This design comes from an exercise in tuning for small area on the open sky130 flow, not from production work.
In this exercise RTL edits were held to simulation tests only and were not proved equivalent to the original.
Power and IR drop assume default switching activity.

==> flow/design.v <==
package riscv_pkg;
    localparam int XLEN   = 32;
    localparam int NREGS  = 32;
    localparam int RIDX_W = $clog2(NREGS);
    typedef logic [RIDX_W-1:0] reg_idx_t;
    typedef logic [XLEN-1:0]   xdata_t;
    localparam reg_idx_t REG_ZERO = '0;
endpackage
module rf_wrhold
#(
    parameter int DWIDTH = riscv_pkg::XLEN
) (
    input  logic              we,
    input  logic              we_n,
    input  logic [DWIDTH-1:0] wdata,
    input  logic [DWIDTH-1:0] q,
    output logic [DWIDTH-1:0] d
);
    assign d = ({DWIDTH{we}} & wdata) | ({DWIDTH{we_n}} & q);
endmodule
module rf_aoi
#(
    parameter int N = 3
) (
    input  logic [N-1:0] sel,
    input  logic [N-1:0] din,
    output logic         y_n
);
    assign y_n = !(|(sel & din));
endmodule
module rf_rdport
#(
    parameter int DWIDTH = riscv_pkg::XLEN,
    parameter int NIN    = riscv_pkg::NREGS
) (
    input  logic [NIN-1:0]             sel,
    input  logic [NIN-1:0][DWIDTH-1:0] din,
    output logic [DWIDTH-1:0]          dout
);
    localparam int NGRP = (NIN + 2) / 3;
    for (genvar b = 0; b < DWIDTH; b++) begin : g_bit
        logic [NIN-1:0]  din_b;
        logic [NGRP-1:0] grp_n;
        for (genvar i = 0; i < NIN; i++) begin : g_in
            assign din_b[i] = din[i][b];
        end
        for (genvar g = 0; g < NGRP; g++) begin : g_grp
            localparam int N = (3*g + 3 <= NIN) ? 3 : NIN - 3*g;
            rf_aoi #(.N(N)) u_aoi (.sel(sel[3*g +: N]), .din(din_b[3*g +: N]), .y_n(grp_n[g]));
        end
        assign dout[b] = !(&grp_n);
    end
endmodule
module regfile_sb
#(
    parameter int DWIDTH = riscv_pkg::XLEN,
    parameter int NREGS  = riscv_pkg::NREGS,
    parameter int AWIDTH = $clog2(NREGS),
    parameter int BYPASS = 1
) (
    input  logic              clk,
    input  logic              rst_n,
    input  logic [AWIDTH-1:0] rs1,
    input  logic [AWIDTH-1:0] rs2,
    output logic [DWIDTH-1:0] porta,
    output logic [DWIDTH-1:0] portb,
    output logic              porta_ready,
    output logic              portb_ready,
    input  logic              issue_en,
    input  logic [AWIDTH-1:0] issue_rd,
    input  logic              RegWen,
    input  logic [AWIDTH-1:0] rd,
    input  logic [DWIDTH-1:0] writedata,
    output logic [NREGS-1:0]  pending
);
    localparam bit FWD = (BYPASS != 0);
    logic [NREGS-1:1][DWIDTH-1:0] regs;      
    logic [NREGS-1:1][DWIDTH-1:0] regs_nxt;  
    logic [NREGS-1:1]             vld;       
    logic [NREGS-1:1]             vld_nxt;
    logic [NREGS-1:1]             we;        
    logic [NREGS-1:1]             sel_a, sel_b;
    logic [NREGS-1:1][DWIDTH-1:0] rdin;
    logic [NREGS-1:1]             pend_q;
    function automatic logic [NREGS-1:0] dec5(input logic [AWIDTH-1:0] a, input logic en);
        logic [3:0] hi;
        logic [7:0] lo;
        hi = 4'(en) << a[4:3];
        lo = 8'(1) << a[2:0];
        for (int i = 0; i < NREGS; i++) begin
            dec5[i] = hi[i >> 3] && lo[i & 7];
        end
    endfunction
    logic [NREGS-1:0] dec_w, dec_a, dec_b;
    assign dec_w = dec5(rd, RegWen);
    assign dec_a = dec5(rs1, 1'b1);
    assign dec_b = dec5(rs2, 1'b1);
    assign we    = dec_w[NREGS-1:1];
    for (genvar i = 1; i < NREGS; i++) begin : g_word
        for (genvar h = 0; h < DWIDTH; h++) begin : g_bit
            rf_wrhold #(.DWIDTH(1)) u_hold (
                .we    (we[i]),
                .we_n  (!we[i]),
                .wdata (writedata[h]),
                .q     (regs[i][h]),
                .d     (regs_nxt[i][h])
            );
        end
    end
    always_ff @(posedge clk) begin
        regs <= regs_nxt;
    end
    assign vld_nxt = vld | we;
    always_ff @(posedge clk or negedge rst_n) begin
        if (!rst_n) begin
            vld <= '0;
        end else begin
            vld <= vld_nxt;
        end
    end
    always_ff @(posedge clk or negedge rst_n) begin
        if (!rst_n) begin
            pend_q <= '0;
        end else begin
            for (int i = 1; i < NREGS; i++) begin
                if (issue_en && issue_rd == AWIDTH'(i)) begin
                    pend_q[i] <= 1'b1;
                end else if (we[i]) begin
                    pend_q[i] <= 1'b0;
                end
            end
        end
    end
    assign pending = {pend_q, 1'b0};
    always_comb begin
        for (int i = 1; i < NREGS; i++) begin
            sel_a[i] = dec_a[i] && (FWD ? vld_nxt[i] : vld[i]);
            sel_b[i] = dec_b[i] && (FWD ? vld_nxt[i] : vld[i]);
            rdin[i]  = FWD ? regs_nxt[i] : regs[i];
        end
    end
    rf_rdport #(.DWIDTH(DWIDTH), .NIN(NREGS-1)) u_rda (.sel(sel_a), .din(rdin), .dout(porta));
    rf_rdport #(.DWIDTH(DWIDTH), .NIN(NREGS-1)) u_rdb (.sel(sel_b), .din(rdin), .dout(portb));
    assign porta_ready = (rs1 == '0) || !pending[rs1] || (FWD && RegWen && (rd == rs1));
    assign portb_ready = (rs2 == '0) || !pending[rs2] || (FWD && RegWen && (rd == rs2));
endmodule
clock: 7.0 ns
lec_check: 0
cap_margin: 20
core_margin: 2
core_utilization: 40
place_density: 0.6
slew_margin: 20
synth_hierarchical: 1
standard.sh (not shown) runs the stock make flow with config.mk's settings and CLKGATE_MAP_FILE= SYNTH_SCRIPT=/design/flow/synth_recipe.tcl, a recipe that flattens the netlist after the stock synthesis.
==> flow/flow/run.sh <==
#!/bin/bash
# Standard ORFS layout (standard.sh, synthesis unchanged) with two layout choices:
#  - ports are buffered with a small plain buffer instead of the resizer's default pick;
#  - CTS uses clkbuf_8 leaves over larger sink clusters and no dummy balancing loads.
set -euo pipefail
CTS="-sink_clustering_enable -repair_clock_nets -dont_use_dummy_load"
CTS="$CTS -buf_list sky130_fd_sc_hd__clkbuf_8 -sink_clustering_size 14 -sink_clustering_max_diameter 100"
bash standard.sh \
    "BUFFER_PORTS_ARGS=-buffer_cell sky130_fd_sc_hd__buf_1" \
    "CTS_ARGS=$CTS" \
    finish > standard_flow.log 2>&1
Rerun with:
--- a/flow/design.v
+++ b/flow/design.v
@@ -17,6 +17,21 @@
     output logic [DWIDTH-1:0] d
 );
     assign d = ({DWIDTH{we}} & wdata) | ({DWIDTH{we_n}} & q);
+endmodule
+module rf_seldec
+#(
+    parameter int NREGS  = riscv_pkg::NREGS,
+    parameter int AWIDTH = $clog2(NREGS)
+) (
+    input  logic [AWIDTH-1:0] rs,
+    input  logic [NREGS-1:1]  vld,
+    output logic [NREGS-1:1]  sel
+);
+    always_comb begin
+        for (int i = 1; i < NREGS; i++) begin
+            sel[i] = (rs == AWIDTH'(i)) && vld[i];
+        end
+    end
 endmodule
 module rf_aoi
 #(
@@ -82,20 +97,11 @@
     logic [NREGS-1:1]             sel_a, sel_b;
     logic [NREGS-1:1][DWIDTH-1:0] rdin;
     logic [NREGS-1:1]             pend_q;
-    function automatic logic [NREGS-1:0] dec5(input logic [AWIDTH-1:0] a, input logic en);
-        logic [3:0] hi;
-        logic [7:0] lo;
-        hi = 4'(en) << a[4:3];
-        lo = 8'(1) << a[2:0];
-        for (int i = 0; i < NREGS; i++) begin
-            dec5[i] = hi[i >> 3] && lo[i & 7];
+    always_comb begin
+        for (int i = 1; i < NREGS; i++) begin
+            we[i] = RegWen && (rd == AWIDTH'(i));
         end
-    endfunction
-    logic [NREGS-1:0] dec_w, dec_a, dec_b;
-    assign dec_w = dec5(rd, RegWen);
-    assign dec_a = dec5(rs1, 1'b1);
-    assign dec_b = dec5(rs2, 1'b1);
-    assign we    = dec_w[NREGS-1:1];
+    end
     for (genvar i = 1; i < NREGS; i++) begin : g_word
         for (genvar h = 0; h < DWIDTH; h++) begin : g_bit
             rf_wrhold #(.DWIDTH(1)) u_hold (
@@ -132,11 +138,11 @@
         end
     end
     assign pending = {pend_q, 1'b0};
+    rf_seldec #(.NREGS(NREGS), .AWIDTH(AWIDTH)) u_sela (.rs(rs1), .vld(FWD ? vld_nxt : vld), .sel(sel_a));
+    rf_seldec #(.NREGS(NREGS), .AWIDTH(AWIDTH)) u_selb (.rs(rs2), .vld(FWD ? vld_nxt : vld), .sel(sel_b));
     always_comb begin
         for (int i = 1; i < NREGS; i++) begin
-            sel_a[i] = dec_a[i] && (FWD ? vld_nxt[i] : vld[i]);
-            sel_b[i] = dec_b[i] && (FWD ? vld_nxt[i] : vld[i]);
-            rdin[i]  = FWD ? regs_nxt[i] : regs[i];
+            rdin[i] = FWD ? regs_nxt[i] : regs[i];
         end
     end
     rf_rdport #(.DWIDTH(DWIDTH), .NIN(NREGS-1)) u_rda (.sel(sel_a), .din(rdin), .dout(porta));
Effect: Global-route usage came out lower by 0.57 points; total power came out lower by about 0.75%; clock-buffer cell count does not change; worst setup slack gets better by 59 ps; via count came out lower by 0.61%.

separate check: timing with driven ports:
In the flow no input, the clock included, has a driving cell. The finished layouts below were timed again as built, in two steps.
Step 1 assumes that a clkbuf_16 drives the clock port and a buf_2 every other input.
Step 2 moves the port delays by t, midway between the first and last clock arrival at a register: inputs arrive t later, outputs are due t later. That takes back most of the time a late clock gives input paths.
Slacks: no drivers / after step 1 / after step 2; pairs: no drivers / after step 1.
run | t, ns | setup slack, ns | worst setup path at the end | slew at the worst register clock pin (ns) | worst slew at a driven data input, ns
the first run | 0.838 | 0.381 / 0.360 / 0.360 | input to output | 0.11 / 0.11 | 0.12
the second run | 0.816 | 0.440 / 0.392 / 0.392 | input to output | 0.11 / 0.11 | 0.13
After both steps every run listed still meets setup and hold. For the second run, which loses most, drivers alone change the setup slack by -0.048 ns; drivers and shift together by -0.048 ns.
